Context: an optimization exercise on an open-source flow, tuned for small area and a short achievable clock period. The choices shown serve that exercise and are no tape-out recipe.
In this exercise RTL edits were held to simulation tests only and were not proved equivalent to the original.
Power figures rest on the tool's default switching activity, not on a simulated workload.

[flow/config.mk]
export PLATFORM = sky130hd
export DESIGN_NAME = apb_adv_timer_top
export DESIGN_NICKNAME = apb_adv_timer_top
export VERILOG_FILES = /design/flow/design.v
export SDC_FILE = /design/flow/constraint.sdc
export NUM_CORES = 4
export LEC_CHECK = 0
export CAP_MARGIN = 20
export CORE_MARGIN = 2
export CORE_UTILIZATION = 60
export CTS_CLUSTER_DIAMETER = 100
export CTS_CLUSTER_SIZE = 25
export GPL_ROUTABILITY_DRIVEN = 0
export SETUP_SLACK_MARGIN = 4.4
export SLEW_MARGIN = 20
[flow/constraint.sdc]
create_clock -name core_clock -period 7.0 [get_ports {clk_i}]
set_input_delay 1.4000 -clock core_clock [delete_from_list [all_inputs] [get_ports {clk_i}]]
set_output_delay 1.4000 -clock core_clock [all_outputs]
set_load 0.01 [all_outputs]
[flow/design.v]
`default_nettype none
package timer_pkg;
   typedef logic [15:0] cnt_t;    
   typedef logic [7:0]  presc_t;  
   typedef logic [7:0]  addr_t;
   typedef logic [31:0] data_t;
   typedef enum logic [2:0] {
      OP_SET     = 3'd0,  
      OP_TOGGLE  = 3'd1,  
      OP_CLEAR   = 3'd2,  
      OP_SET_CLR = 3'd3,  
      OP_CLR_SET = 3'd4   
   } comp_op_e;
   typedef struct packed {
      presc_t   presc;
      logic     sawtooth;   
      cnt_t     cnt_start;
      cnt_t     cnt_end;
      cnt_t     comp0;
      comp_op_e op0;
      cnt_t     comp1;
      comp_op_e op1;
   } timer_cfg_t;
   typedef struct packed {
      logic start;
      logic stop;
      logic rst;
      logic update;
   } timer_cmd_t;
   localparam int CNT_W = 16;
   localparam int CFG_W = 79;
   localparam int CMD_W = 4;
   localparam addr_t TIMER_STRIDE = 8'h20;
   localparam addr_t REG_CMD      = 8'h00;
   localparam addr_t REG_CFG      = 8'h04;  
   localparam addr_t REG_TH       = 8'h08;  
   localparam addr_t REG_CH0      = 8'h0C;  
   localparam addr_t REG_CH1      = 8'h10;
   localparam addr_t REG_COUNTER  = 8'h14;  
   localparam addr_t REG_EVENT    = 8'h80;  
   localparam int CMD_START_BIT  = 0;
   localparam int CMD_STOP_BIT   = 1;
   localparam int CMD_RST_BIT    = 2;
   localparam int CMD_UPDATE_BIT = 3;
endpackage
`default_nettype wire
`timescale 1ns/1ps
`default_nettype none
module timer_compare (
   input  logic        clk_i,
   input  logic        reset_i,
   input  logic        step_i,
   input  logic        end_i,
   input  logic [15:0] count_i,
   input  logic [15:0] comp_i,
   input  logic [2:0]  op_i,
   output logic        pwm_o
);
   logic match;
   logic end_act;
   logic pwm_q;
   assign match   = step_i && (count_i == comp_i);
   assign end_act = end_i && ((op_i == 3'd3) || (op_i == 3'd4));
   always_ff @(posedge clk_i) begin
      if (reset_i) begin
         pwm_q <= 1'b0;
      end else if (end_act) begin
         pwm_q <= (op_i == 3'd4);  
      end else if (match) begin
         case (op_i)
            3'd0:    pwm_q <= 1'b1;
            3'd1:    pwm_q <= ~pwm_q;
            3'd2:    pwm_q <= 1'b0;
            3'd3:    pwm_q <= 1'b1;
            3'd4:    pwm_q <= 1'b0;
            default: pwm_q <= pwm_q;  
         endcase
      end
   end
   assign pwm_o = pwm_q;
endmodule
`default_nettype wire
`timescale 1ns/1ps
`default_nettype none
module adv_timer (
   input  logic        clk_i,
   input  logic        reset_i,
   input  logic        rst_dly_i,   
   input  logic [7:0]  presc_i,
   input  logic        saw_i,
   input  logic [15:0] start_i,
   input  logic [15:0] end_i,
   input  logic [15:0] comp0_i,
   input  logic [2:0]  op0_i,
   input  logic [15:0] comp1_i,
   input  logic [2:0]  op1_i,
   input  logic [3:0]  cmd_i,       
   output logic [15:0] count_nxt_o,
   output logic        end_o,
   output logic [1:0]  pwm_o
);
   logic cmd_start, cmd_stop, cmd_rst, cmd_update;
   assign {cmd_update, cmd_rst, cmd_stop, cmd_start} = cmd_i;
   logic [7:0]  a_presc;
   logic        a_saw;
   logic [15:0] a_start, a_end, a_comp0, a_comp1;
   logic [2:0]  a_op0, a_op1;
   logic        a_load;
   assign a_load = cmd_update || rst_dly_i;
   always_ff @(posedge clk_i) begin
      if (a_load) begin
         a_presc <= presc_i;
         a_saw   <= saw_i;
         a_start <= start_i;
         a_comp0 <= comp0_i;
         a_op0   <= op0_i;
         a_comp1 <= comp1_i;
         a_op1   <= op1_i;
      end
   end
   always_ff @(posedge clk_i) a_end <= a_end_nxt;
   logic [7:0] a_presc_nxt;
   assign a_presc_nxt = a_load ? presc_i : a_presc;
   logic run_q, run_nxt;
   assign run_nxt = !reset_i && !cmd_stop && (cmd_start || run_q);
   always_ff @(posedge clk_i) run_q <= run_nxt;
   logic [7:0]  presc_q, presc_inc;
   logic        tick_q;
   logic [15:0] count_q;
   logic        dir_q, step_q, end_q;
   logic [7:0]  presc_nxt;
   logic        tick_nxt;
   assign presc_inc = presc_q + 8'd1;
   assign presc_nxt = (rst_dly_i || cmd_rst || (run_q && tick_q)) ? 8'd0 :
                      run_q ? presc_inc : presc_q;
   assign tick_nxt  = run_nxt && (presc_nxt >= a_presc_nxt);
   always_ff @(posedge clk_i) begin
      presc_q <= presc_nxt;
      tick_q  <= tick_nxt;
   end
   logic        a_saw_nxt;
   logic [15:0] a_end_nxt;
   logic        at_end_q, down_q;
   assign a_saw_nxt = a_load ? saw_i : a_saw;
   assign a_end_nxt = a_load ? end_i : a_end;
   logic [15:0] dstep, pm_mask, cnt_pm, cnt_base, tgt, x;
   logic        pm_at_tgt, wrap;
   logic        dir_nxt, end_nxt;
   assign dstep = count_q ^ {16{down_q}};    
   assign tgt   = down_q ? a_start : a_end;
   assign x     = count_q ^ tgt;
   always_comb begin
      pm_mask[0] = 1'b1;
      for (int i = 1; i < 16; i++) pm_mask[i] = pm_mask[i-1] && dstep[i-1];
      pm_at_tgt = x[0];
      for (int i = 1; i < 16; i++) pm_at_tgt = pm_at_tgt && (x[i] == (x[i-1] && dstep[i-1]));
   end
   assign cnt_pm = count_q ^ pm_mask;    
   assign wrap   = !down_q && at_end_q;
   assign cnt_base    = tick_q ? cnt_pm : count_q;
   assign count_nxt_o = rst_dly_i ? 16'd0 :
                        (cmd_rst || (tick_q && wrap)) ? a_start : cnt_base;
   always_comb begin
      dir_nxt = dir_q;
      if (rst_dly_i || cmd_rst) dir_nxt = 1'b0;
      else if (tick_q) begin
         if (a_saw)       dir_nxt = 1'b0;
         else if (!dir_q) dir_nxt = !at_end_q && pm_at_tgt;
         else             dir_nxt = !pm_at_tgt;
      end
   end
   assign end_nxt = !reset_i && !cmd_rst && tick_q && (down_q ? pm_at_tgt : at_end_q);
   always_ff @(posedge clk_i) begin
      count_q  <= count_nxt_o;
      dir_q    <= dir_nxt;
      down_q   <= dir_nxt && !a_saw_nxt;
      at_end_q <= (count_nxt_o == a_end_nxt);
      step_q   <= !reset_i && !cmd_rst && tick_q;
      end_q    <= end_nxt;
   end
   assign end_o = end_q;
   timer_compare u_cmp0 (
      .clk_i   (clk_i),
      .reset_i (reset_i),
      .step_i  (step_q),
      .end_i   (end_q),
      .count_i (count_q),
      .comp_i  (a_comp0),
      .op_i    (a_op0),
      .pwm_o   (pwm_o[0])
   );
   timer_compare u_cmp1 (
      .clk_i   (clk_i),
      .reset_i (reset_i),
      .step_i  (step_q),
      .end_i   (end_q),
      .count_i (count_q),
      .comp_i  (a_comp1),
      .op_i    (a_op1),
      .pwm_o   (pwm_o[1])
   );
endmodule
`default_nettype wire
`timescale 1ns/1ps
`default_nettype none
module apb_timer_regs #(
   parameter int NUM_TIMERS = 4
) (
   input  logic                      clk_i,
   input  logic                      reset_i,
   input  logic                      psel_i,
   input  logic                      penable_i,
   input  logic                      pwrite_i,
   input  timer_pkg::addr_t          paddr_i,
   input  timer_pkg::data_t          pwdata_i,
   output timer_pkg::data_t          prdata_o,
   output logic                      pslverr_o,
   output logic [NUM_TIMERS*8-1:0]   presc_o,
   output logic [NUM_TIMERS-1:0]     saw_o,
   output logic [NUM_TIMERS*16-1:0]  start_o,
   output logic [NUM_TIMERS*16-1:0]  end_o,
   output logic [NUM_TIMERS*16-1:0]  comp0_o,
   output logic [NUM_TIMERS*3-1:0]   op0_o,
   output logic [NUM_TIMERS*16-1:0]  comp1_o,
   output logic [NUM_TIMERS*3-1:0]   op1_o,
   output logic [NUM_TIMERS*4-1:0]   cmd_o,
   input  logic [NUM_TIMERS*16-1:0]  count_nxt_i,  
   input  logic [NUM_TIMERS-1:0]     end_i,
   output logic [NUM_TIMERS-1:0]     events_o
);
   logic [NUM_TIMERS-1:0] d_tmr;
   logic [5:0]            d_reg;    
   logic                  d_ev;
   logic                  d_ok;
   always_comb begin
      for (int i = 0; i < NUM_TIMERS; i++)
         d_tmr[i] = !paddr_i[7] && (paddr_i[6:5] == 2'(i));
      for (int r = 0; r < 6; r++)
         d_reg[r] = (paddr_i[4:0] == 5'(4 * r));
      d_ev = (paddr_i == timer_pkg::REG_EVENT);
      d_ok = (!paddr_i[7] && (|d_reg)) || d_ev;
   end
   logic [NUM_TIMERS-1:0] ws_tmr_q;
   logic [4:0]            ws_reg_q;
   logic                  ws_ev_q;
   logic                  err_q;
   logic                  setup_wr;
   assign setup_wr = psel_i && !penable_i && pwrite_i;
   always_ff @(posedge clk_i) begin
      ws_tmr_q <= d_tmr & {NUM_TIMERS{setup_wr}};
      ws_reg_q <= d_reg[4:0];
      ws_ev_q  <= d_ev && setup_wr;
      err_q    <= !d_ok;
   end
   assign pslverr_o = err_q;
   timer_pkg::data_t wd;
   assign wd = pwdata_i & {32{!reset_i}};
   logic [NUM_TIMERS-1:0] events_q;
   logic [NUM_TIMERS-1:0] ev_clr;
   assign ev_clr = (penable_i && ws_ev_q) ? pwdata_i[NUM_TIMERS-1:0] : '0;
   logic [NUM_TIMERS-1:0] cmd_sel_q;
   logic [3:0]            cmd_dat_q;
   always_ff @(posedge clk_i) cmd_dat_q <= pwdata_i[3:0];
   for (genvar i = 0; i < NUM_TIMERS; i++) begin : gen_reg
      logic wr;
      assign wr = penable_i && ws_tmr_q[i];
      always_ff @(posedge clk_i) begin
         if (reset_i || (wr && ws_reg_q[1])) begin
            presc_o[8*i +: 8] <= wd[7:0];
            saw_o[i]          <= wd[8];
         end
         if (reset_i || (wr && ws_reg_q[2])) begin
            start_o[16*i +: 16] <= wd[15:0];
            end_o[16*i +: 16]   <= wd[31:16];
         end
         if (reset_i || (wr && ws_reg_q[3])) begin
            comp0_o[16*i +: 16] <= wd[15:0];
            op0_o[3*i +: 3]     <= wd[18:16];
         end
         if (reset_i || (wr && ws_reg_q[4])) begin
            comp1_o[16*i +: 16] <= wd[15:0];
            op1_o[3*i +: 3]     <= wd[18:16];
         end
         cmd_sel_q[i] <= !reset_i && wr && ws_reg_q[0];  
      end
      assign cmd_o[4*i +: 4] = cmd_sel_q[i] ? cmd_dat_q : 4'b0;
   end
   always_ff @(posedge clk_i) begin
      if (reset_i) begin
         events_q <= '0;
      end else begin
         events_q <= (events_q & ~ev_clr) | end_i;  
      end
   end
   assign events_o = events_q;
   timer_pkg::data_t rdata;
   timer_pkg::data_t rdata_q;
   always_comb begin
      rdata = '0;
      for (int i = 0; i < NUM_TIMERS; i++) begin
         if (d_tmr[i] && d_reg[1]) rdata = rdata | {23'b0, saw_o[i], presc_o[8*i +: 8]};
         if (d_tmr[i] && d_reg[2]) rdata = rdata | {end_o[16*i +: 16], start_o[16*i +: 16]};
         if (d_tmr[i] && d_reg[3]) rdata = rdata | {13'b0, op0_o[3*i +: 3], comp0_o[16*i +: 16]};
         if (d_tmr[i] && d_reg[4]) rdata = rdata | {13'b0, op1_o[3*i +: 3], comp1_o[16*i +: 16]};
         if (d_tmr[i] && d_reg[5]) rdata = rdata | {16'b0, count_nxt_i[16*i +: 16]};
      end
      if (d_ev) rdata = rdata | 32'(events_q | end_i);
   end
   always_ff @(posedge clk_i) begin
      rdata_q <= rdata;
   end
   assign prdata_o = rdata_q;
endmodule
`default_nettype wire
`timescale 1ns/1ps
`default_nettype none
module apb_adv_timer_top #(
   parameter int NUM_TIMERS = 4
) (
   input  logic                    clk_i,
   input  logic                    reset_i,
   input  logic                    psel_i,
   input  logic                    penable_i,
   input  logic                    pwrite_i,
   input  timer_pkg::addr_t        paddr_i,
   input  timer_pkg::data_t        pwdata_i,
   output timer_pkg::data_t        prdata_o,
   output logic                    pslverr_o,
   output logic [2*NUM_TIMERS-1:0] pwm_o,     
   output logic [NUM_TIMERS-1:0]   events_o
);
   logic [NUM_TIMERS*8-1:0]  presc;
   logic [NUM_TIMERS-1:0]    saw;
   logic [NUM_TIMERS*16-1:0] cstart, cend, comp0, comp1, count_nxt;
   logic [NUM_TIMERS*3-1:0]  op0, op1;
   logic [NUM_TIMERS*4-1:0]  cmd;
   logic [NUM_TIMERS-1:0]    tmr_end;
   logic                     rst_dly_q;
   always_ff @(posedge clk_i) rst_dly_q <= reset_i;
   apb_timer_regs #(
      .NUM_TIMERS (NUM_TIMERS)
   ) u_regs (
      .clk_i       (clk_i),
      .reset_i     (reset_i),
      .psel_i      (psel_i),
      .penable_i   (penable_i),
      .pwrite_i    (pwrite_i),
      .paddr_i     (paddr_i),
      .pwdata_i    (pwdata_i),
      .prdata_o    (prdata_o),
      .pslverr_o   (pslverr_o),
      .presc_o     (presc),
      .saw_o       (saw),
      .start_o     (cstart),
      .end_o       (cend),
      .comp0_o     (comp0),
      .op0_o       (op0),
      .comp1_o     (comp1),
      .op1_o       (op1),
      .cmd_o       (cmd),
      .count_nxt_i (count_nxt),
      .end_i       (tmr_end),
      .events_o    (events_o)
   );
   for (genvar i = 0; i < NUM_TIMERS; i++) begin : gen_timer
      adv_timer u_tim (
         .clk_i       (clk_i),
         .reset_i     (reset_i),
         .rst_dly_i   (rst_dly_q),
         .presc_i     (presc[8*i +: 8]),
         .saw_i       (saw[i]),
         .start_i     (cstart[16*i +: 16]),
         .end_i       (cend[16*i +: 16]),
         .comp0_i     (comp0[16*i +: 16]),
         .op0_i       (op0[3*i +: 3]),
         .comp1_i     (comp1[16*i +: 16]),
         .op1_i       (op1[3*i +: 3]),
         .cmd_i       (cmd[4*i +: 4]),
         .count_nxt_o (count_nxt[16*i +: 16]),
         .end_o       (tmr_end[i]),
         .pwm_o       (pwm_o[2*i +: 2])
      );
   end
endmodule
`default_nettype wire
[flow/run.sh]
#!/bin/bash
# synth_recipe.tcl (not shown) runs the flow's synth.tcl, then flattens the netlist and writes it again
# the make line also repeats each setting of config.mk as NAME=value (left out here)
make -C /OpenROAD-flow-scripts/flow DESIGN_CONFIG=/design/flow/config.mk WORK_HOME=/design/flow/orfs CLKGATE_MAP_FILE= SYNTH_SCRIPT=/design/flow/synth_recipe.tcl finish
==> qor.yml, run 1 <==
status: "timing/DRC/antenna clean"
routedWlPerCell_um: 33.49
worst_slew_pin_slew_ns: 1.361
die_w_um: 251.9
rows: 90
hold_path.class: "reg -> reg"
routed_via_density: 6.970
clockPowerShare_pct: 27.7
cts_max_path_buffers: 3
p_total_mw: 9.417
p_int_mw: 6.992
path_class: "in -> reg"
syn_inst: 3027
cp-start-kind: "input pin"
cts_max_level: 2
min_period_ns: 3.028
clock-sinks: 820
drc: 0
grt_max_degree: 55
cts_buffers: 38
overflow: 0
tns_ns: 0
yosysUniqueCellTypes: 88
ant_nets: 0
yosysSeqAreaShare_pct: 58.94
critPathMaxFanout: 6
seqPwrFrac_pct: 63.1
dr.pass1.iters: 20
ctsHoldBuffers: 0
num_vias: 28234
setup_viol: 0
slew-limit-headroom_pct: 8.838
maxCapViolCount: 0
combPwrFrac_pct: 9.2
worst_r2r_path_depth: 9
final_util_pct: 72.34
powerDensity_mw_per_mm2: 214.9
die_h_um: 251.9
ys.flop_type: "edfxtp_1"
required_ns: 7.52
area_growth_pct: 18.82
port_buffers: 89
syn_area_mm2: 0.03688
whs_endpoint: "gen_timer[1].u_tim.a_comp1[5]"
final_nets: 3321
start_util_pct: 60.88
grt_first_pass_wirelength_um: 187000
fp.coreArea_mm2: 0.06058
postSynthAreaPerCell_um2: 12.19
grt_pass1_vias: 26288
holdPathStages: 0
top_level_ports: 90
ys_warn_count: 4
crit_arrival_ns: 3.54
path_cells: "buf_8 -> nor4b_4 -> buf_4 -> nand2b_4 -> nor2_4 -> buf_12 -> a222oi_1 -> nand4_1 -> a221o_1 -> a211o_1"
r2r_start: "gen_timer[0].u_tim.down_q"
cts.clk_slew.worst_paths_ns: 0.10
cts-root-buf: "clkbuf_16"
die_area_mm2: 0.06347
timing.rr.end: "gen_timer[0].u_tim.at_end_q"
synth.top_cell.area_share_pct: 43.31
dp_hpwl_um: 94950
insertion_delay_ns: 0.64
grtUsageTotal_pct: 41.79
max_freq_mhz: 330.2
yosysMostFrequentCell: "edfxtp_1"
swShare_pct: 25.75
hold_start: "u_regs.comp1_o[21]"
layout-drive-gt1-share_pct: 24.26
synth_common_cells: "532 x edfxtp_1, 288 x dfxtp_1, 255 x xnor2_1, 167 x nor2_1, 130 x xor2_1"
worst_clock_skew_ns: 0.03253
hold_viol: 0
synthTopCellsByArea: "edfxtp_1 43%, dfxtp_1 16%, xnor2_1 6.1%, xor2_1 3.1%, mux2i_1 2.7%"
max_stage_delay_ns: 0.43
peakVddDrop_mv: 0.2020
antenna_found_initial: 3
yosysTopAreaCell: "edfxtp_1"
cts_tree: "built"
drtIter0Drc: 4881
drt_wl_total_um: 135700
cp-end-kind: "register"
syn_nets: 3108
cp_slowest_cell: "nand4_1"
synth_edf_count: 532
rsz0062_at_grt: "true"
synthArstFlopShare_pct: 0
finalCritPeriodShare_pct: 43.26
leakage_nw: 15.47
maxSlewViolCount: 0
r2r_setup_slack_ns: 4.16
switchingPower_mw: 2.425
num_antenna_cells: 0
ys_ff_latch: 820
==> what timing repair did <==
| item | CTS | global route |
|---|---|---|
| resized for setup | 539 | 141 |
| pin swaps | 116 | 84 |
| hold endpoints to repair | 0 | 0 |
| setup endpoints to repair | 442 | 70 |
| cloned | 19 | 4 |
| setup buffers | 132 | 54 |
==> power by group through the flow <==
stage	sequential, mW	combinational, mW	clock, mW
4_1_cts	5.91	0.810	2.60
3_3_place_gp	6.02	0.718	0
5_1_grt	5.94	0.919	2.76
6_report	5.94	0.869	2.61
3_5_place_dp	6.02	0.740	0
2_1_floorplan	5.79	0.536	0
==> through the flow <==
stage                     cells  setup slack, ns  hold WS, ns  cell area, um^2
after global routing       4051            3.970       0.4757            43830
after floorplan            3027            4.124       0.4204            37440
final                      4051            3.972       0.4680            43830
after global placement     3771            2.152       0.4366            38640
after detailed placement   3773            2.521       0.4403            38670
after CTS                  3993            4.162       0.4636            42860
==> layout make-up <==
cell class	count	area, um^2
timing repair buffer	346	3657
clock inverter	3	41.29
sequential	820	21910
inverter	92	357.8
clock buffer	66	1066
fill	4083	16760
multi-input combinational	1942	15810
tap	782	978.4
==> worst max-delay path by stage <==
| stage | slack, ns | from | cells past startpoint | endpoint |
|---|---|---|---|---|
| CTS | 4.16 | gen_timer[0].u_tim.count_q[3] | 8 | gen_timer[0].u_tim.at_end_q |
| global route | 3.97 | paddr_i[3] | 10 | u_regs.rdata_q[12] |
| detailed placement | 2.52 | paddr_i[5] | 8 | u_regs.rdata_q[12] |
| global placement | 2.15 | paddr_i[5] | 7 | u_regs.rdata_q[0] |
| finish | 3.97 | paddr_i[3] | 10 | u_regs.rdata_q[12] |
| floorplan | 4.12 | paddr_i[6] | 8 | u_regs.rdata_q[5] |
==> per-layer routing <==
layer / vias up / wire, um / GRT usage (%)
met4: 2 / 12170 / 28.15
met3: 583 / 17460 / 9.801
met5: - / 12 / 0
met2: 2245 / 56880 / 60.72
met1: 13762 / 49140 / 56.06
li1: 11642 / - / -
==> critical path: cells and delay by family <==
family	cells	cell delay, ns
buffers and inverters	3	0.38
AOI/OAI and AO/OA	3	1.02
and+or+nand+nor	4	0.75
==> cell families after synthesis <==
family,after synthesis,synth area share [%]
DFF,820,58.94
buffers and inverters,267,2.985
muxes,178,5.160
xor gates and xnor gates,385,9.142
adders and majority gates,36,1.221
and+or+nand+nor,786,11.71
AOI/OAI and AO/OA,555,10.84
==> registers in the layout, indices dropped and copies added, names as in the netlist, 64 cells and up <==
signal,flops
gen_timer.u_tim.a_start,64
gen_timer.u_tim.count_q,64
gen_timer.u_tim.a_end,64
gen_timer.u_tim.a_comp1,64
gen_timer.u_tim.a_comp0,64
u_regs.comp0_o,64
u_regs.end_o,64
u_regs.start_o,64
u_regs.comp1_o,64
==> placed cells by master (no fill, tap or decap), types with 72 or more instances in the layout <==
cell	instances
a22oi_1	81
buf_4	181
dfxtp_1	201
edfxtp_1	532
inv_1	87
mux2_2	72
mux2i_1	91
nand2_1	110
nor2_1	142
nor2b_1	80
o21ai_0	75
xnor2_1	250
xor2_1	130
==> run 2: changes to the inputs <==
--- a/flow/config.mk
+++ b/flow/config.mk
@@ -11,5 +11,5 @@
 export CTS_CLUSTER_DIAMETER = 100
 export CTS_CLUSTER_SIZE = 25
-export GPL_ROUTABILITY_DRIVEN = 0
 export SETUP_SLACK_MARGIN = 4.4
 export SLEW_MARGIN = 20
+export TNS_END_PERCENT = 5
==> run 2 against run 1 <==
  * Die area unchanged
  * Critical path depth decreased by 1
  * Non-clock buffer count decreased by 35
  * Clock-buffer cell count decreased by 1
  * Critical path type is now reg -> reg
  * Largest cell class unchanged
==> qor.yml, run 2 <==
layout_setup_ws_ns: 3.904
insertion_delay_ns: 0.62
cp_num_buf_inv: 1
drc: 0
crit_top_cell: "nand2_1"
cp-end-kind: "register"
max_stage_delay_ns: 0.51
powerDensity_mw_per_mm2: 220.2
drt_wl_total_um: 140400
final_cell_mix: "532 x edfxtp_1, 254 x xnor2_1, 232 x dfxtp_1"
peakVddDrop_mv: 0.2146
clock-sinks: 820
hold_path.class: "reg -> reg"
cp_slowest_cell: "a21boi_1"
cts_buffers: 39
synthTopCellsByArea: "edfxtp_1 43%, dfxtp_1 16%, xnor2_1 6.1%, xor2_1 3.1%, mux2i_1 2.7%"
gp_congestion: 1.022
cts_tree: "built"
cts.clk_slew.worst_paths_ns: 0.10
p_total_mw: 9.433
die_w_um: 251.9
rows: 90
routedWlPerCell_um: 34.91
synthArstFlopShare_pct: 0
grt_first_pass_wirelength_um: 191700
yosysMostFrequentCell: "edfxtp_1"
synth_common_cells: "532 x edfxtp_1, 288 x dfxtp_1, 255 x xnor2_1, 167 x nor2_1, 130 x xor2_1"
yosysTopAreaCell: "edfxtp_1"
min_period_ns: 3.096
ant_nets: 0
area_growth_pct: 16.15
final_nets: 3287
yosysUniqueCellTypes: 88
overflow: 0
ys.flop_type: "edfxtp_1"
whs_ns: 0.4654
worst_clock_skew_ns: 0.03255
fp.coreArea_mm2: 0.06058
critPathMaxFanout: 12
cts_max_level: 2
antenna_found_initial: 8
worst_slew_pin_slew_ns: 1.123
crit_family: "simple AND/OR/NAND/NOR gates"
ys_ff_latch: 820
grt_max_degree: 55
slew-limit-headroom_pct: 24.98
path_cells: "bufbuf_16 -> nand2b_1 -> o22ai_1 -> xnor2_1 -> nor4_1 -> nand2_1 -> nor4_2 -> nand2_1 -> a21boi_1"
fin_area_mm2: 0.04284
syn_inst: 3027
finalCritPeriodShare_pct: 44.23
tns_ns: 0
cts_max_path_buffers: 3
leakage_nw: 15.16
grtUsageTotal_pct: 43.34
place_ws_ns: 2.563
start_util_pct: 60.88
synth.top_cell.area_share_pct: 43.31
maxCapViolCount: 0
dp_hpwl_um: 102400
final_common_cell: "edfxtp_1"
grt_pass1_vias: 25963
fin_cells: 4021
layout-drive-gt1-share_pct: 19.28
maxSlewViolCount: 0
die_h_um: 251.9
drtIter0Drc: 4230
num_vias: 27868
hold_viol: 0
die_area_mm2: 0.06347
postSynthAreaPerCell_um2: 12.19
cts-root-buf: "clkbuf_16"
dp.cells: 3777
status: "timing/DRC/antenna clean"
syn_nets: 3108
ctsHoldBuffers: 0
crit_arrival_ns: 3.53
required_ns: 7.44
path_class: "reg -> reg"
port_buffers: 89
rsz0062_at_grt: "true"
dr.pass1.iters: 8
top_level_ports: 90
ys_warn_count: 4
setup_viol: 0
routed_via_density: 6.931
final_util_pct: 70.72
syn_area_mm2: 0.03688
synth_edf_count: 532
max_freq_mhz: 323.0
place_area_mm2: 0.03868
yosysSeqAreaShare_pct: 58.94
cp-start-kind: "register"
fillers: 4089
-- run 2: final timing paths --
kind,from,to,slack [ns],cells after the start
worst max-delay path,gen_timer[1].u_tim.down_q,gen_timer[1].u_tim.end_q,3.90,9
worst min-delay path,u_regs.comp0_o[5],gen_timer[0].u_tim.a_comp0[5],0.47,0
worst max register to register,gen_timer[1].u_tim.down_q,gen_timer[1].u_tim.end_q,3.90,9
worst min register to register,u_regs.comp0_o[5],gen_timer[0].u_tim.a_comp0[5],0.47,0
-- run 2: kinds of logic (layout without fill, tap and decap cells) --
family,Yosys count,in the layout,share of synthesized area [%]
flops,820,820,58.94
simple gates,786,788,11.71
compound gates,555,555,10.84
xor+xnor,385,385,9.142
buf+inv,267,474,2.985
mux,178,178,5.160
fa+ha+maj,36,36,1.221
other cells,0,3,0
-- run 2: report_power, final --
| group | switching [mW] | internal, mW |
|---|---|---|
| logic | 0.475 | 0.362 |
| clock network | 1.53 | 1.12 |
| registers | 0.402 | 5.55 |
-- run 2: layout make-up --
class	count	area, um^2	area share [%]
Timing Repair Buffer	311	3159	7.374
Multi-Input combinational cell	1942	15340	35.81
Sequential cell	820	21850	51.00
Antenna cell	3	7.507	0.01752
Tap cell	782	978.4	2.284
Inverter	92	351.6	0.8207
Clock inverter	6	41.29	0.09638
Clock buffer	65	1116	2.605
-- run 2: metal layers --
metal / vias up / share of wire (%) / GRT usage [%]
met5: - / 0.030 / 0
met4: 6 / 7.4 / 25.49
met3: 410 / 13 / 9.471
met2: 2083 / 44 / 66.49
met1: 13784 / 36 / 57.04
li1: 11585 / - / -
-- run 2: timing repair --
action	CTS	global route
buffers inserted	103	52
resized for setup	332	82
pin swaps	72	30
setup endpoints to repair	542	360
cloned	10	5
==> run 3: changes to the inputs <==
--- a/flow/config.mk
+++ b/flow/config.mk
@@ -6,5 +6,5 @@
 export NUM_CORES = 4
 export LEC_CHECK = 0
-export CAP_MARGIN = 20
+export CAP_MARGIN = 0
 export CORE_MARGIN = 2
 export CORE_UTILIZATION = 60
@@ -12,4 +12,3 @@
 export CTS_CLUSTER_SIZE = 25
 export SETUP_SLACK_MARGIN = 4.4
-export SLEW_MARGIN = 20
-export TNS_END_PERCENT = 5
+export SLEW_MARGIN = 0
==> run 3 against run 2 <==
  * Sequential power about the same
  * Critical path depth up 3
  * Largest cell class unchanged
  * Clock-buffer cell count is the same
  * Die area unchanged
  * Global-route usage decreased by 0.20 points
  * Still clean on timing, DRC and antenna
  * Synthesized cell count unchanged
  * Sequential cell count unchanged
==> qor.yml, run 3 <==
status: "timing/DRC/antenna clean"
insertion_delay_ns: 0.61
yosysUniqueCellTypes: 88
grt_first_pass_wirelength_um: 191100
final_util_pct: 72.26
grtUsageTotal_pct: 43.14
drtIter0Drc: 4502
synth_edf_count: 532
cts_buffers: 40
syn_nets: 3108
die_h_um: 251.9
path_class: "reg -> reg"
ctsHoldBuffers: 0
tns_ns: 0
dr_wl_met2_um: 61370
cts-root-buf: "clkbuf_16"
required_ns: 7.54
fin_cells: 4058
worst_slew_pin_slew_ns: 1.293
synth-compound-area-share_pct: 10.84
rsz0062_at_grt: "true"
final_common_cell: "edfxtp_1"
area_growth_pct: 18.69
hold_start: "u_regs.comp1_o[0]"
ys_ff_latch: 820
fp.coreArea_mm2: 0.06058
dr.pass1.iters: 7
synth-xor-area-share_pct: 9.142
gp_congestion: 0.9901
max_freq_mhz: 347.0
fillers: 3948
die_w_um: 251.9
holdPathStages: 0
slew-limit-headroom_pct: 13.44
p_total_mw: 9.533
multi_input_area_mm2: 0.01564
synthAdderAreaFrac_pct: 1.221
layout-drive-gt1-share_pct: 23.55
syn_inst: 3027
cts.clk_slew.worst_paths_ns: 0.10
synth.top_cell.area_share_pct: 43.31
whs_endpoint: "gen_timer[0].u_tim.a_comp1[0]"
cts_max_level: 2
cts_max_path_buffers: 3
drc: 0
syn_area_mm2: 0.03688
leakage_nw: 15.50
postSynthAreaPerCell_um2: 12.19
crit_arrival_ns: 3.43
maxSlewViolCount: 0
final_cell_mix: "532 x edfxtp_1, 250 x xnor2_1, 205 x dfxtp_1"
ys.flop_type: "edfxtp_1"
antenna_found_initial: 12
grt_pass1_vias: 26106
hold_viol: 0
timing.rr.end: "gen_timer[2].u_tim.at_end_q"
rows: 90
cp-end-kind: "register"
synthTopCellsByArea: "edfxtp_1 43%, dfxtp_1 16%, xnor2_1 6.1%, xor2_1 3.1%, mux2i_1 2.7%"
dp.cells: 3771
worst_clock_skew_ns: 0.01679
routedWlPerCell_um: 34.46
die_area_mm2: 0.06347
powerDensity_mw_per_mm2: 217.8
synth_mux_area_share_pct: 5.160
start_util_pct: 60.88
dp_hpwl_um: 101200
yosysSeqAreaShare_pct: 58.94
clock-sinks: 820
overflow: 0
setup_viol: 0
yosysTopAreaCell: "edfxtp_1"
cts_tree: "built"
final_nets: 3326
ant_nets: 0
synth_top_family_by_area: "simple AND/OR/NAND/NOR gates"
finalCritPeriodShare_pct: 41.16
num_vias: 27883
peakVddDrop_mv: 0.3244
regArea_mm2: 0.02189
hold_path.class: "reg -> reg"
cp-start-kind: "register"
r2r_start: "gen_timer[2].u_tim.down_q"
ys_warn_count: 4
top_level_ports: 90
top_layer: "met5"
min_period_ns: 2.882
yosys.area_share.simple_pct: 11.71
worst_r2r_path_depth: 12
grt_max_degree: 55
port_buffers: 89
synth_common_cells: "532 x edfxtp_1, 288 x dfxtp_1, 255 x xnor2_1, 167 x nor2_1, 130 x xor2_1"
drt_wl_total_um: 139800
yosysMostFrequentCell: "edfxtp_1"
routed_via_density: 6.871
r2r_setup_slack_ns: 4.12
maxCapViolCount: 0
wl_met1_um: 50310
synthArstFlopShare_pct: 0
route.met3.wl_um: 17360
critPathMaxFanout: 5
run 3: kinds of logic (layout without fill, tap and decap cells):
kind of cell	count (synthesis)	after routing
AOI/OAI and AO/OA	555	555
DFF	820	820
buffers and inverters	267	513
adders and majority gates	36	36
muxes	178	178
xor gates and xnor gates	385	385
other	0	2
and+or+nand+nor	786	787
run 3: report_power, final:
| group | internal [mW] | switching (mW) | leakage (nW) |
|---|---|---|---|
| logic | 0.396 | 0.488 | 7.36 |
| clock network | 1.14 | 1.56 | 0.573 |
| registers | 5.55 | 0.408 | 7.57 |
| total | 7.08 | 2.45 | 15.5 |
run 3: what timing repair did:
action | CTS | global route
pin swaps | 76 | 77
setup endpoints to repair | 470 | 59
cloned | 17 | 4
setup buffers | 135 | 58
resized for setup | 481 | 159
run 3: worst max-delay path, stage by stage (launching register included):
cell	delay [ns]
dfxtp_4	0.38
buf_12	0.11
or3b_4	0.39
o32ai_4	0.25
buf_12	0.16
buf_8	0.11
buf_4	0.10
nand2_1	0.06
xor2_1	0.16
a211oi_2	0.57
xnor2_1	0.18
nand4_1	0.13
nor3_2	0.19
run 3: final cells by class:
class	instances	share of cell area [%]
antenna	2	0.01143
clock buffer	65	2.572
clock inverter	6	0.1543
inverter	92	0.8031
multi-input combinational	1941	35.73
sequential	820	50.00
tap	782	2.235
timing repair buffer	350	8.497
run 3: metal layers:
| layer | global-route usage, % | up-vias |
|---|---|---|
| li1 | - | 11669 |
| met1 | 57.77 | 13689 |
| met2 | 65.34 | 2101 |
| met3 | 8.357 | 414 |
| met4 | 26.54 | 10 |
| met5 | 0 | - |
run 3: worst max-delay path by stage:
stage / from / end / slack (ns) / cells after the start
after CTS: gen_timer[0].u_tim.down_q / gen_timer[0].u_tim.at_end_q / 4.13 / 9
after detailed placement: paddr_i[5] / u_regs.rdata_q[12] / 2.43 / 8
after global routing: u_regs.cmd_sel_q[2] / gen_timer[2].u_tim.at_end_q / 4.09 / 9
after floorplan: paddr_i[6] / u_regs.rdata_q[5] / 4.12 / 8
after global placement: paddr_i[5] / u_regs.rdata_q[4] / 2.09 / 5
final: gen_timer[2].u_tim.down_q / gen_timer[2].u_tim.at_end_q / 4.12 / 12
run 3: metrics by stage:
step           setup WS, ns  instance area (um^2)  hold WS, ns
3_3_place_gp          2.091                 38650       0.4480
5_1_grt               4.088                 43770       0.4761
4_1_cts               4.132                 42720       0.4704
6_report              4.119                 43780       0.4666
2_1_floorplan         4.124                 37440       0.4204
3_5_place_dp          2.428                 38660       0.4452
==> run 4: changes to the inputs <==
--- a/flow/config.mk
+++ b/flow/config.mk
@@ -6,9 +6,9 @@
 export NUM_CORES = 4
 export LEC_CHECK = 0
-export CAP_MARGIN = 0
+export CAP_MARGIN = 20
 export CORE_MARGIN = 2
 export CORE_UTILIZATION = 60
 export CTS_CLUSTER_DIAMETER = 100
 export CTS_CLUSTER_SIZE = 25
-export SETUP_SLACK_MARGIN = 4.4
-export SLEW_MARGIN = 0
+export SETUP_SLACK_MARGIN = 4.5
+export SLEW_MARGIN = 20
==> run 4 against run 3 <==
  * Hold slack worse by 0.023 ns
  * Clock-buffer cell count stayed put
  * Synthesized cell count stayed put
  * Synthesized area stayed put
  * Final area is 2.2% higher
  * Largest cell class unchanged
  * Largest power group unchanged
  * Highest routed layer unchanged
==> qor.yml, run 4 <==
drc: 0
hold_path.class: "reg -> reg"
ys_warn_count: 4
port_buffers: 89
cts-root-buf: "clkbuf_16"
cts_max_level: 2
start_util_pct: 60.88
rsz0062_at_grt: "true"
worst_slew_pin_slew_ns: 0.9466
ctsHoldBuffers: 0
slew-limit-headroom_pct: 36.89
required_ns: 7.53
layout-drive-gt1-share_pct: 26.64
routedWlPerCell_um: 34.76
dr.pass1.iters: 15
crit_family: "simple AND/OR/NAND/NOR gates"
top_level_ports: 90
tns_ns: 0
drt_wl_total_um: 142400
cp-end-kind: "register"
p_total_mw: 9.505
cp_num_buf_inv: 2
swShare_pct: 25.82
p_int_mw: 7.050
powerDensity_mw_per_mm2: 212.4
peakVddDrop_mv: 0.2045
ys.flop_type: "edfxtp_1"
area_growth_pct: 21.34
seqPwrFrac_pct: 62.6
use_met3_pct: 9.099
status: "timing/DRC/antenna clean"
maxSlewViolCount: 0
dp_hpwl_um: 99200
path_cells: "buf_12 -> nand3b_1 -> buf_4 -> o32ai_4 -> nand4_1 -> xnor2_2 -> a211oi_2 -> xor2_1 -> or4_4 -> nor4b_4"
cts.clk_slew.worst_paths_ns: 0.10
busiest_layer: "met2"
crit_arrival_ns: 3.34
switchingPower_mw: 2.455
ant_nets: 0
antenna_found_initial: 5
final_nets: 3364
yosysTopAreaCell: "edfxtp_1"
num_vias: 28299
synth.top_cell.area_share_pct: 43.31
die_h_um: 251.9
worst_clock_skew_ns: 0.03098
synthArstFlopShare_pct: 0
cp_slowest_cell: "or4_4"
path_class: "reg -> reg"
yosysMostFrequentCell: "edfxtp_1"
cts_tree: "built"
synth_edf_count: 532
cts_max_path_buffers: 3
syn_inst: 3027
ys_ff_latch: 820
synth_common_cells: "532 x edfxtp_1, 288 x dfxtp_1, 255 x xnor2_1, 167 x nor2_1, 130 x xor2_1"
place_ws_ns: 2.360
gp_congestion: 1.019
rows: 90
synthTopCellsByArea: "edfxtp_1 43%, dfxtp_1 16%, xnor2_1 6.1%, xor2_1 3.1%, mux2i_1 2.7%"
cts_buffers: 39
yosysSeqAreaShare_pct: 58.94
use_met1_pct: 58.42
yosysUniqueCellTypes: 88
setup_viol: 0
routed_via_density: 6.909
finalCritPeriodShare_pct: 40.16
syn_nets: 3108
grt.met2_usage_pct: 64.34
grt_pass1_vias: 26768
critPathMaxFanout: 13
min_period_ns: 2.811
max_stage_delay_ns: 0.46
overflow: 0
fp.coreArea_mm2: 0.06058
cp-start-kind: "register"
hold_viol: 0
fillers: 3879
die_w_um: 251.9
clock-sinks: 820
syn_area_mm2: 0.03688
num_antenna_cells: 0
final_cell_mix: "532 x edfxtp_1, 246 x xnor2_1, 196 x buf_4"
die_area_mm2: 0.06347
final_common_cell: "edfxtp_1"
clockPowerShare_pct: 27.8
insertion_delay_ns: 0.63
combPwrFrac_pct: 9.6
grt_max_degree: 55
max_freq_mhz: 355.7
grtUsageTotal_pct: 43.83
maxCapViolCount: 0
postSynthAreaPerCell_um2: 12.19
drtIter0Drc: 4594
grt_first_pass_wirelength_um: 194000
layout_setup_ws_ns: 4.189
leakage_nw: 15.93
-- run 4: power groups by stage --
stage / clock, mW / combinational [mW] / sequential [mW]
after global placement: 0 / 0.711 / 6.03
after global routing: 2.79 / 0.958 / 5.95
after CTS: 2.63 / 0.840 / 5.92
final: 2.64 / 0.909 / 5.95
after floorplan: 0 / 0.536 / 5.79
after detailed placement: 0 / 0.739 / 6.04
-- run 4: repair_timing --
action / 4_1_cts / 5_1_grt
setup endpoints to repair: 721 / 258
buffers inserted: 176 / 55
pin swaps: 124 / 114
gates resized for setup: 624 / 185
cloned: 21 / 5
-- run 4: area by class of cell --
type                    instances  area [um^2]  area share (%)
clock buffers                  65         1095           2.446
clock inverters                 7        66.31          0.1482
inverters                      92        351.6          0.7856
multi-input cells            1948        16240           36.28
flip-flops and latches        820        21920           48.99
well taps                     782        978.4           2.186
repair buffers                382         4101           9.164
-- run 4: stage by stage --
| step | utilization (%) | hold slack, ns | cell area, um^2 | cells |
|---|---|---|---|---|
| finish | 73.87 | 0.4433 | 44750 | 4096 |
| global route | 73.87 | 0.4741 | 44750 | 4096 |
| CTS | 71.64 | 0.4492 | 43400 | 4036 |
| detailed placement | 63.88 | 0.4453 | 38700 | 3767 |
| global placement | 63.75 | 0.4474 | 38620 | 3763 |
| floorplan | - | 0.4204 | 37490 | 3027 |
-- run 4: worst paths after layout --
check	cells past startpoint	startpoint	slack, ns	end
worst max-delay path	10	gen_timer[0].u_tim.down_q	4.19	gen_timer[0].u_tim.at_end_q
worst min-delay path	0	u_regs.comp1_o[19]	0.44	gen_timer[1].u_tim.a_comp1[3]
worst max register to register	10	gen_timer[0].u_tim.down_q	4.19	gen_timer[0].u_tim.at_end_q
worst min register to register	0	u_regs.comp1_o[19]	0.44	gen_timer[1].u_tim.a_comp1[3]
-- run 4: kinds of logic after synthesis --
kind of cell | after synthesis | share of synthesized area (%)
buf+inv | 267 | 2.985
mux | 178 | 5.160
simple gates | 786 | 11.71
compound gates | 555 | 10.84
fa+ha+maj | 36 | 1.221
flops | 820 | 58.94
xor+xnor | 385 | 9.142
-- run 4: metal layers --
metal | share of wire [%] | up-vias
li1 | - | 11757
met1 | 36 | 13831
met2 | 42 | 2213
met3 | 13 | 492
met4 | 8.7 | 6
met5 | 0.028 | -
==> run 5: changes to the inputs <==
--- a/flow/config.mk
+++ b/flow/config.mk
@@ -6,4 +6,5 @@
 export NUM_CORES = 4
 export LEC_CHECK = 0
+export ABC_AREA = 1
 export CAP_MARGIN = 20
 export CORE_MARGIN = 2
==> run 5 against run 4 <==
  * Still clean
  * Global-route usage increased by 0.65 points
  * Clock skew increased by 0.011 ns
  * First-iteration DRC count increased by 29%
  * Synthesized cell count increased by 49%
  * Clock power increased by 2%
  * Die area increased by 5.5%
  * Total power decreased by 0.69%
  * Final cell count increased by 38%
  * Sequential power decreased by 2%
  * Critical path depth increased by 9
  * Routed wire length increased by 8.2%
  * Worst setup slack improved by 0.12 ns
  * Largest cell class unchanged
==> qor.yml, run 5 <==
final_common_cell: "nand2_1"
fin_cells: 5652
leakage_nw: 19.93
dr_wl_met2_um: 63430
rsz0062_at_grt: "true"
overflow: 0
top_level_ports: 90
max_freq_mhz: 371.1
grt_first_pass_wirelength_um: 211300
cp-start-kind: "register"
fillers: 4976
synth_common_cells: "1379 x nand2_1, 610 x inv_1, 532 x edfxtp_1, 406 x nand3_1, 315 x nor2_1"
drtIter0Drc: 5937
final_util_pct: 71.34
die_area_mm2: 0.06697
wl_met1_um: 56130
switchingPower_mw: 2.528
critPathMaxFanout: 4
syn_nets: 4603
ys_warn_count: 4
ys_ff_latch: 820
synthTopCellsByArea: "edfxtp_1 41%, dfxtp_1 15%, nand2_1 13%, inv_1 5.9%, nand3_1 5.2%"
die_h_um: 258.8
setup_viol: 0
yosysMostFrequentCell: "nand2_1"
ant_nets: 0
cts_max_level: 2
dp.cells: 5368
status: "timing/DRC/antenna clean"
combPwrFrac_pct: 9.5
dp_hpwl_um: 111500
final_cell_mix: "1317 x nand2_1, 568 x inv_1, 532 x edfxtp_1"
rows: 93
fp.coreArea_mm2: 0.06435
finalCritPeriodShare_pct: 38.50
path_class: "reg -> reg"
powerDensity_mw_per_mm2: 205.6
cts.clk_slew.worst_paths_ns: 0.11
grtUsageTotal_pct: 44.48
final_nets: 4843
yosysUniqueCellTypes: 55
drt_wl_total_um: 154100
yosysSeqAreaShare_pct: 55.81
die_w_um: 258.8
p_int_mw: 6.912
clock-sinks: 820
required_ns: 7.51
maxSlewViolCount: 0
worst_slew_pin_slew_ns: 1.192
insertion_delay_ns: 0.64
gp_congestion: 1.040
top_layer: "met5"
layout-drive-gt1-share_pct: 15.84
syn_inst: 4522
ys.flop_type: "edfxtp_1"
maxCapViolCount: 0
start_util_pct: 60.53
cts-root-buf: "clkbuf_16"
synth.top_cell.area_share_pct: 41.01
holdPathStages: 0
cts_tree: "built"
clockPowerShare_pct: 28.6
hold_path.class: "reg -> reg"
area_growth_pct: 17.85
peakVddDrop_mv: 0.2397
dr.pass1.iters: 8
routedWlPerCell_um: 27.26
tns_ns: 0
swShare_pct: 26.77
grt_max_degree: 45
ctsHoldBuffers: 0
synthArstFlopShare_pct: 0
cts_max_path_buffers: 3
antenna_found_initial: 10
cts_buffers: 39
yosysTopAreaCell: "edfxtp_1"
hold_viol: 0
syn_area_mm2: 0.03895
worst_r2r_path_depth: 19
worst_clock_skew_ns: 0.04153
drc: 0
min_period_ns: 2.695
slew-limit-headroom_pct: 20.45
seqPwrFrac_pct: 61.9
cp-end-kind: "register"
postSynthAreaPerCell_um2: 8.614
synth_edf_count: 532
routed_via_density: 6.166
grt_pass1_vias: 30538
port_buffers: 89
crit_arrival_ns: 3.21
route.met3.wl_um: 24390
num_vias: 34853
-- run 5: what timing repair did --
item / CTS / global route
gates cloned: 20 / 12
gates resized for setup: 536 / 227
pin swaps: 55 / 86
endpoints found under the setup margin: 772 / 358
buffers inserted: 113 / 63
-- run 5: layer usage --
metal,track usage (%),vias up
met5,0,-
met4,23.41,8
met3,10.97,492
met2,63.99,2739
met1,62.47,16211
li1,-,15403
-- run 5: critical path, cell delays in order (launching register included) --
cell and delay [ns]:
dfxtp_4 0.39, buf_12 0.14, nand2_8 0.10, inv_4 0.05, nor2_4 0.24, inv_2 0.08, a21oi_4 0.16, inv_2 0.08
nor3_2 0.12, inv_1 0.07, ha_1 0.26, o21ai_1 0.13, nand2_1 0.06, a21o_1 0.16, a21oi_2 0.11, o21ai_1 0.06
a21oi_1 0.14, nor2_1 0.06, o21ai_1 0.12, inv_1 0.04
-- run 5: final timing paths --
path	start	end	slack [ns]
worst max-delay path	u_regs.cmd_dat_q[2]	gen_timer[3].u_tim.tick_q	4.31
worst min-delay path	u_regs.op1_o[11]	gen_timer[3].u_tim.a_op1[2]	0.46
worst max register to register	u_regs.cmd_dat_q[2]	gen_timer[3].u_tim.tick_q	4.31
worst min register to register	u_regs.op1_o[11]	gen_timer[3].u_tim.a_op1[2]	0.46
-- run 5: area by class of cell --
| type | instances | area (um^2) | share of cell area [%] |
|---|---|---|---|
| Multi-Input combinational cell | 2948 | 15610 | 34.00 |
| Tap cell | 855 | 1070 | 2.330 |
| Sequential cell | 820 | 21890 | 47.69 |
| Clock buffer | 66 | 1109 | 2.415 |
| Timing Repair Buffer | 312 | 3495 | 7.613 |
| Antenna cell | 4 | 10.01 | 0.02181 |
| Timing Repair inverter | 6 | 71.32 | 0.1554 |
| Clock inverter | 6 | 61.31 | 0.1336 |
| Inverter | 635 | 2590 | 5.642 |
-- run 5: logic make-up after synthesis --
| logic type | synth area share, % |
|---|---|
| AND/OR/NAND/NOR | 24.52 |
| XOR/XNOR | 2.120 |
| multiplexers | 0.2313 |
| flip-flops | 55.81 |
| buffers and inverters | 8.191 |
| adder cells (fa/ha/maj) | 1.156 |
| AO/OA/AOI/OAI | 7.969 |
-- run 5: metrics by stage --
step / hold WS (ns) / total power, mW / cell area, um^2 / setup slack, ns
after floorplan: 0.4203 / 6.241 / 39360 / 4.195
after global routing: 0.4710 / 9.647 / 45890 / 4.181
after detailed placement: 0.4340 / 6.697 / 40730 / 2.704
after CTS: 0.4563 / 9.323 / 44330 / 4.284
final: 0.4574 / 9.440 / 45900 / 4.305
after global placement: 0.4288 / 6.680 / 40690 / 2.773
-- run 5: power by group through the flow --
stage / Sequential (mW) / Clock [mW] / Combinational (mW)
finish: 5.84 / 2.70 / 0.896
global route: 5.85 / 2.83 / 0.968
CTS: 5.82 / 2.67 / 0.832
detailed placement: 5.94 / 0 / 0.762
global placement: 5.93 / 0 / 0.747
floorplan: 5.75 / 0 / 0.496
==> run 6: changes to the inputs <==
--- a/flow/config.mk
+++ b/flow/config.mk
@@ -12,4 +12,4 @@
 export CTS_CLUSTER_DIAMETER = 100
 export CTS_CLUSTER_SIZE = 25
-export SETUP_SLACK_MARGIN = 4.5
+export SETUP_SLACK_MARGIN = 4.4
 export SLEW_MARGIN = 20
==> run 6 against run 5 <==
  * Still clean on timing, DRC and antenna
  * Routed wire length down 3.3%
  * Synthesized cell count unchanged
  * Fmax fell by 4.3%
  * Global-route usage down 0.98 points
  * Sequential power about the same
  * Critical path type unchanged
  * Critical endpoint is now gen_timer[1].u_tim.tick_q
  * Largest cell class unchanged
  * Largest power group unchanged
==> qor.yml, run 6 <==
cts_tree: "built"
ys_ff_latch: 820
critPathMaxFanout: 7
final_cell_mix: "1338 x nand2_1, 578 x inv_1, 532 x edfxtp_1"
layout_setup_ws_ns: 4.184
ys.flop_type: "edfxtp_1"
hold_viol: 0
maxCapViolCount: 0
postSynthAreaPerCell_um2: 8.614
place_area_mm2: 0.04071
dp_hpwl_um: 108200
yosysMostFrequentCell: "nand2_1"
drc: 0
die_h_um: 258.8
slew-limit-headroom_pct: 17.88
crit_arrival_ns: 3.34
die_w_um: 258.8
overflow: 0
yosysTopAreaCell: "edfxtp_1"
rsz0062_at_grt: "true"
finalCritPeriodShare_pct: 40.22
r2r_setup_slack_ns: 4.18
place_ws_ns: 2.641
tns_ns: 0
ctsHoldBuffers: 0
path_class: "reg -> reg"
required_ns: 7.52
grtUsageTotal_pct: 43.51
routed_via_density: 6.145
min_period_ns: 2.816
clock-sinks: 820
grt_max_degree: 60
grt_pass1_vias: 30907
grt_first_pass_wirelength_um: 208100
cts_buffers: 39
final_nets: 4794
yosysSeqAreaShare_pct: 55.81
routedWlPerCell_um: 26.58
insertion_delay_ns: 0.64
syn_inst: 4522
worstSetupStartpoint: "rst_dly_q"
powerDensity_mw_per_mm2: 210.3
cp-end-kind: "register"
status: "timing/DRC/antenna clean"
dr.pass1.iters: 8
cp-start-kind: "register"
synth.top_cell.area_share_pct: 41.01
hold_start: "gen_timer[1].u_tim.presc_q[7]"
hold_path.class: "reg -> reg"
ant_nets: 0
synth_common_cells: "1379 x nand2_1, 610 x inv_1, 532 x edfxtp_1, 406 x nand3_1, 315 x nor2_1"
cts-root-buf: "clkbuf_16"
synthTopCellsByArea: "edfxtp_1 41%, dfxtp_1 15%, nand2_1 13%, inv_1 5.9%, nand3_1 5.2%"
fp.coreArea_mm2: 0.06435
max_freq_mhz: 355.2
worst_slew_pin_slew_ns: 1.230
leakage_nw: 19.36
port_buffers: 89
syn_nets: 4603
die_area_mm2: 0.06697
ys_warn_count: 4
synthArstFlopShare_pct: 0
rows: 93
maxSlewViolCount: 0
fin_area_mm2: 0.04466
gp_congestion: 1.014
setup_viol: 0
cts.clk_slew.worst_paths_ns: 0.11
syn_area_mm2: 0.03895
cts_max_path_buffers: 3
final_common_cell: "nand2_1"
worst_clock_skew_ns: 0.04074
synth_edf_count: 532
area_growth_pct: 14.65
top_level_ports: 90
drtIter0Drc: 5488
antenna_found_initial: 13
num_vias: 34455
layout-drive-gt1-share_pct: 13.11
cts_max_level: 2
start_util_pct: 60.53
yosysUniqueCellTypes: 55
r2r_start: "rst_dly_q"
drt_wl_total_um: 149100
peakVddDrop_mv: 0.2166
==> run 6: path summary, 6_finish.rpt <==
check                                                     end  depth (start not counted)
worst max-delay path                gen_timer[1].u_tim.tick_q                         17
worst min-delay path            gen_timer[1].u_tim.presc_q[7]                          1
worst max register to register      gen_timer[1].u_tim.tick_q                         17
worst min register to register  gen_timer[1].u_tim.presc_q[7]                          1
==> run 6: cells by family (layout without fill, tap and decap cells) <==
kind of cell,count (synthesis),in the layout,share of synthesized area (%)
xor+xnor,90,90,2.120
simple gates,2276,2283,24.52
buf+inv,765,980,8.191
flops,820,820,55.81
other cells,0,8,0
mux,8,8,0.2313
fa+ha+maj,36,36,1.156
compound gates,527,527,7.969
==> run 6: layer usage <==
layer	track usage, %	vias up	wire length [um]
li1	-	15291	-
met1	59.53	16050	54410
met2	62.64	2604	61970
met3	11.83	502	21990
met4	24.87	8	10640
met5	0	-	55
==> run 6: power breakdown <==
part | total, mW | switching (mW) | internal, mW | leakage, nW
registers | 5.83 | 0.307 | 5.52 | 7.55
clock network | 2.70 | 1.59 | 1.11 | 0.554
logic | 0.864 | 0.598 | 0.266 | 11.3
total | 9.39 | 2.49 | 6.90 | 19.4
==> run 6: area by class of cell <==
| type | count | area (um^2) |
|---|---|---|
| inverters | 635 | 2539 |
| clock inverters | 5 | 61.31 |
| flip-flops and latches | 820 | 21860 |
| repair buffers | 270 | 2811 |
| diodes | 8 | 20.02 |
| fillers | 5075 | 19690 |
| repair inverters | 3 | 23.77 |
| clock buffers | 67 | 1102 |
| well taps | 855 | 1070 |
| multi-input cells | 2944 | 15170 |
==> run 6: stage by stage <==
| step | power (mW) | hold WS, ns | instances | util (%) |
|---|---|---|---|---|
| after floorplan | 6.237 | 0.4203 | 4522 | - |
| after global placement | 6.663 | 0.4337 | 5377 | 63.23 |
| after detailed placement | 6.681 | 0.4395 | 5378 | 63.26 |
| after CTS | 9.296 | 0.4525 | 5550 | 67.97 |
| after global routing | 9.618 | 0.4771 | 5599 | 69.37 |
| final | 9.391 | 0.4502 | 5607 | 69.40 |
==> run 6: critical path: stages, from the launching register on <==
cell	delay (ns)
dfxtp_4	0.38
buf_16	0.16
nor2_4	0.28
clkinvlp_4	0.30
a21oi_4	0.21
inv_2	0.08
nor3_4	0.12
inv_1	0.06
ha_1	0.26
o21ai_1	0.12
nand2_1	0.06
a21o_1	0.16
a21oi_2	0.11
o21ai_1	0.08
a21oi_1	0.13
nor2_1	0.05
o21ai_1	0.12
inv_1	0.04
==> run 6: timing repair <==
item,in CTS,in global routing
pin swaps,47,44
cloned,16,8
gates resized for setup,413,163
setup buffers,84,41
setup endpoints to repair,641,198
==> run 7: changes to the inputs <==
--- a/flow/config.mk
+++ b/flow/config.mk
@@ -6,8 +6,8 @@
 export NUM_CORES = 4
 export LEC_CHECK = 0
-export ABC_AREA = 1
 export CAP_MARGIN = 20
 export CORE_MARGIN = 2
 export CORE_UTILIZATION = 60
+export CTS_BUF_LIST = sky130_fd_sc_hd__clkbuf_8 sky130_fd_sc_hd__clkbuf_16
 export CTS_CLUSTER_DIAMETER = 100
 export CTS_CLUSTER_SIZE = 25
==> run 7 against run 6 <==
  * Still clean
  * Hold slack better by 0.0085 ns
  * Sequential power up 2%
  * Final cell count down 28%
  * Critical path depth down 6
  * Via count down 19%
  * Routed wire length down 6.4%
  * Worst setup slack worse by 0.040 ns
  * Sequential cell count unchanged
  * Global-route usage down 0.61 points
  * Core utilization up 2.1 points
  * Critical path type unchanged
  * Largest cell class unchanged
==> qor.yml, run 7 <==
num_vias: 27795
cts_max_path_buffers: 3
cp-end-kind: "register"
grt_first_pass_wirelength_um: 189800
fin_cells: 4019
start_util_pct: 60.88
cts_tree: "built"
gp_congestion: 0.9901
synthArstFlopShare_pct: 0
synth.top_cell.area_share_pct: 43.31
insertion_delay_ns: 0.62
port_buffers: 89
rows: 90
syn_nets: 3108
r2r_setup_slack_ns: 4.14
worst_slew_pin_slew_ns: 1.305
synth_edf_count: 532
grt_pass1_vias: 25836
place_ws_ns: 2.418
final_cell_mix: "532 x edfxtp_1, 254 x xnor2_1, 208 x dfxtp_1"
rsz0062_at_grt: "true"
final_nets: 3287
whs_endpoint: "gen_timer[1].u_tim.a_comp0[1]"
top_level_ports: 90
dr.pass1.iters: 8
hold_start: "u_regs.comp0_o[17]"
antenna_found_initial: 8
required_ns: 7.53
ys_ff_latch: 820
routedWlPerCell_um: 34.72
hold_path.class: "reg -> reg"
grtUsageTotal_pct: 42.90
dp.cells: 3774
clock-sinks: 820
synthTopCellsByArea: "edfxtp_1 43%, dfxtp_1 16%, xnor2_1 6.1%, xor2_1 3.1%, mux2i_1 2.7%"
cts.clk_slew.worst_paths_ns: 0.10
overflow: 0
layout_setup_ws_ns: 4.145
postSynthAreaPerCell_um2: 12.19
peakVddDrop_mv: 0.1961
multi_input_area_mm2: 0.01555
ys_warn_count: 4
crit_arrival_ns: 3.39
slew-limit-headroom_pct: 12.63
drt_wl_total_um: 139600
ys.flop_type: "edfxtp_1"
max_freq_mhz: 350.2
cts_max_level: 2
critPathMaxFanout: 6
holdPathStages: 0
die_h_um: 251.9
synth_common_cells: "532 x edfxtp_1, 288 x dfxtp_1, 255 x xnor2_1, 167 x nor2_1, 130 x xor2_1"
tns_ns: 0
cts_buffers: 40
die_w_um: 251.9
regArea_mm2: 0.02188
maxCapViolCount: 0
dp_hpwl_um: 101000
yosysSeqAreaShare_pct: 58.94
syn_area_mm2: 0.03688
path_class: "reg -> reg"
maxSlewViolCount: 0
hold_viol: 0
finalCritPeriodShare_pct: 40.79
die_area_mm2: 0.06347
r2r_start: "gen_timer[2].u_tim.down_q"
area_growth_pct: 17.39
yosysUniqueCellTypes: 88
fillers: 3936
yosysMostFrequentCell: "edfxtp_1"
yosysTopAreaCell: "edfxtp_1"
setup_viol: 0
whs_ns: 0.4588
fp.coreArea_mm2: 0.06058
leakage_nw: 15.33
final_util_pct: 71.47
cp-start-kind: "register"
powerDensity_mw_per_mm2: 220.2
drtIter0Drc: 4807
grt_max_degree: 55
ant_nets: 0
worst_r2r_path_depth: 11
status: "timing/DRC/antenna clean"
layout-drive-gt1-share_pct: 21.72
routed_via_density: 6.916
min_period_ns: 2.855
final_common_cell: "edfxtp_1"
syn_inst: 3027
drc: 0
worst_clock_skew_ns: 0.03562
cts-root-buf: "clkbuf_16"
timing.rr.end: "gen_timer[2].u_tim.at_end_q"
[run 7: changes by cell type after synthesis, sizes merged, moves of 52 or more]
cell,change
nand2,-1278
inv,-537
nand3,-339
xnor2,+226
nor2,-175
o21ai,-124
a22oi,+106
mux2i,+99
nor2b,+88
a21oi,-69
mux2,+69
xor2,+69
a211oi,+52
[run 7: kinds of logic after synthesis]
family	synth area share (%)
AND/OR/NAND/NOR	11.71
buffers and inverters	2.985
XOR/XNOR	9.142
flip-flops	58.94
multiplexers	5.160
AO/OA/AOI/OAI	10.84
adder cells (fa/ha/maj)	1.221
[run 7: through the flow]
stage	cell area (um^2)	power [mW]
4_1_cts	42320	9.431
5_1_grt	43290	9.728
3_5_place_dp	38720	6.788
6_report	43300	9.535
3_3_place_gp	38650	6.748
2_1_floorplan	37440	6.324
[run 7: how the worst max path moves through the flow]
stage	startpoint	to	slack, ns
finish	gen_timer[2].u_tim.down_q	gen_timer[2].u_tim.at_end_q	4.14
global route	gen_timer[0].u_tim.down_q	gen_timer[0].u_tim.at_end_q	4.12
CTS	gen_timer[0].u_tim.down_q	gen_timer[0].u_tim.at_end_q	4.13
detailed placement	paddr_i[5]	u_regs.rdata_q[12]	2.42
global placement	paddr_i[5]	u_regs.rdata_q[4]	2.09
floorplan	paddr_i[6]	u_regs.rdata_q[5]	4.12
[run 7: timing repair]
action                     in CTS  in global routing
gates resized for setup       458                127
gates cloned                   12                  7
setup endpoints to repair     465                165
hold buffers                    0                  0
pin swaps                      76                 73
setup buffers                 111                 42
[run 7: report_power, final]
part           leakage, nW  switching, mW  internal [mW]
Clock                0.688           1.56           1.15
Sequential            7.56          0.407           5.55
Combinational         7.08          0.485          0.379
Total                 15.3           2.46           7.08
[run 7: worst max-delay path, cell delays in order (launching register included)]
cell and delay (ns):
dfxtp_4 0.37, buf_12 0.10, buf_4 0.17, or4b_1 0.50
o22ai_4 0.20, buf_4 0.17, o2111ai_1 0.18, xor2_1 0.20
a21oi_2 0.36, xnor2_1 0.20, nand4_1 0.14, nor3_2 0.18
[run 7: routing by layer]
layer  vias to the layer above  global-route usage (%)  share of wire, %
met1                     13645                   57.58                36
met2                      2114                   65.34                44
met4                         6                   25.27               7.5
li1                      11602                       -                 -
met3                       428                   8.274                12
met5                         -                       0             0.024
[run 7: final cells by class]
| cell class | instances | area share [%] |
|---|---|---|
| clock inverters | 30 | 0.4075 |
| clock buffers | 42 | 2.427 |
| multi-input cells | 1942 | 35.91 |
| repair buffers | 310 | 7.621 |
| inverters | 92 | 0.8265 |
| flip-flops and latches | 820 | 50.54 |
| diodes | 1 | 0.005780 |
| well taps | 782 | 2.260 |

[static timing again, ports no longer ideal]
The results above use ideal ports. As a check the final layouts listed here were re-extracted and re-timed, cells and wires unchanged. Step 1 (the two cells are an assumption about what drives the block):
set clk [get_ports {clk_i}]
set_driving_cell -lib_cell sky130_fd_sc_hd__clkbuf_16 $clk
set_driving_cell -lib_cell sky130_fd_sc_hd__buf_2 [delete_from_list [all_inputs] $clk]
Step 2 moves the port delays by t, midway between the first and last clock arrival at a register: inputs arrive t later, outputs are due t later. That takes back most of the time a late clock gives input paths. Slacks: ideal / step 1 / step 2; pairs: ideal / step 1.
run | shift t [ns] | setup WS [ns] | worst setup path after step 2 | worst register clock-pin slew, ns | pins driven straight from the clock port
run 1 | 0.690 | 3.972 / 4.000 / 3.310 | input to register | 0.11 / 0.11 | 1
run 2 | 0.667 | 3.904 / 3.904 / 3.543 | input to register | 0.11 / 0.11 | 1
run 3 | 0.667 | 4.118 / 4.118 / 3.487 | input to register | 0.11 / 0.11 | 1
run 4 | 0.677 | 4.189 / 4.189 / 3.540 | input to register | 0.11 / 0.11 | 1
run 5 | 0.688 | 4.305 / 4.305 / 3.809 | input to register | 0.12 / 0.12 | 1
run 6 | 0.683 | 4.184 / 4.184 / 3.598 | input to register | 0.11 / 0.11 | 1
run 7 | 0.670 | 4.145 / 4.145 / 3.524 | input to register | 0.11 / 0.11 | 1
After both steps setup and hold are still met in every run listed. The setup slack of run 1, which loses most, moves by +0.028 ns with the drivers and by -0.662 ns with both steps.
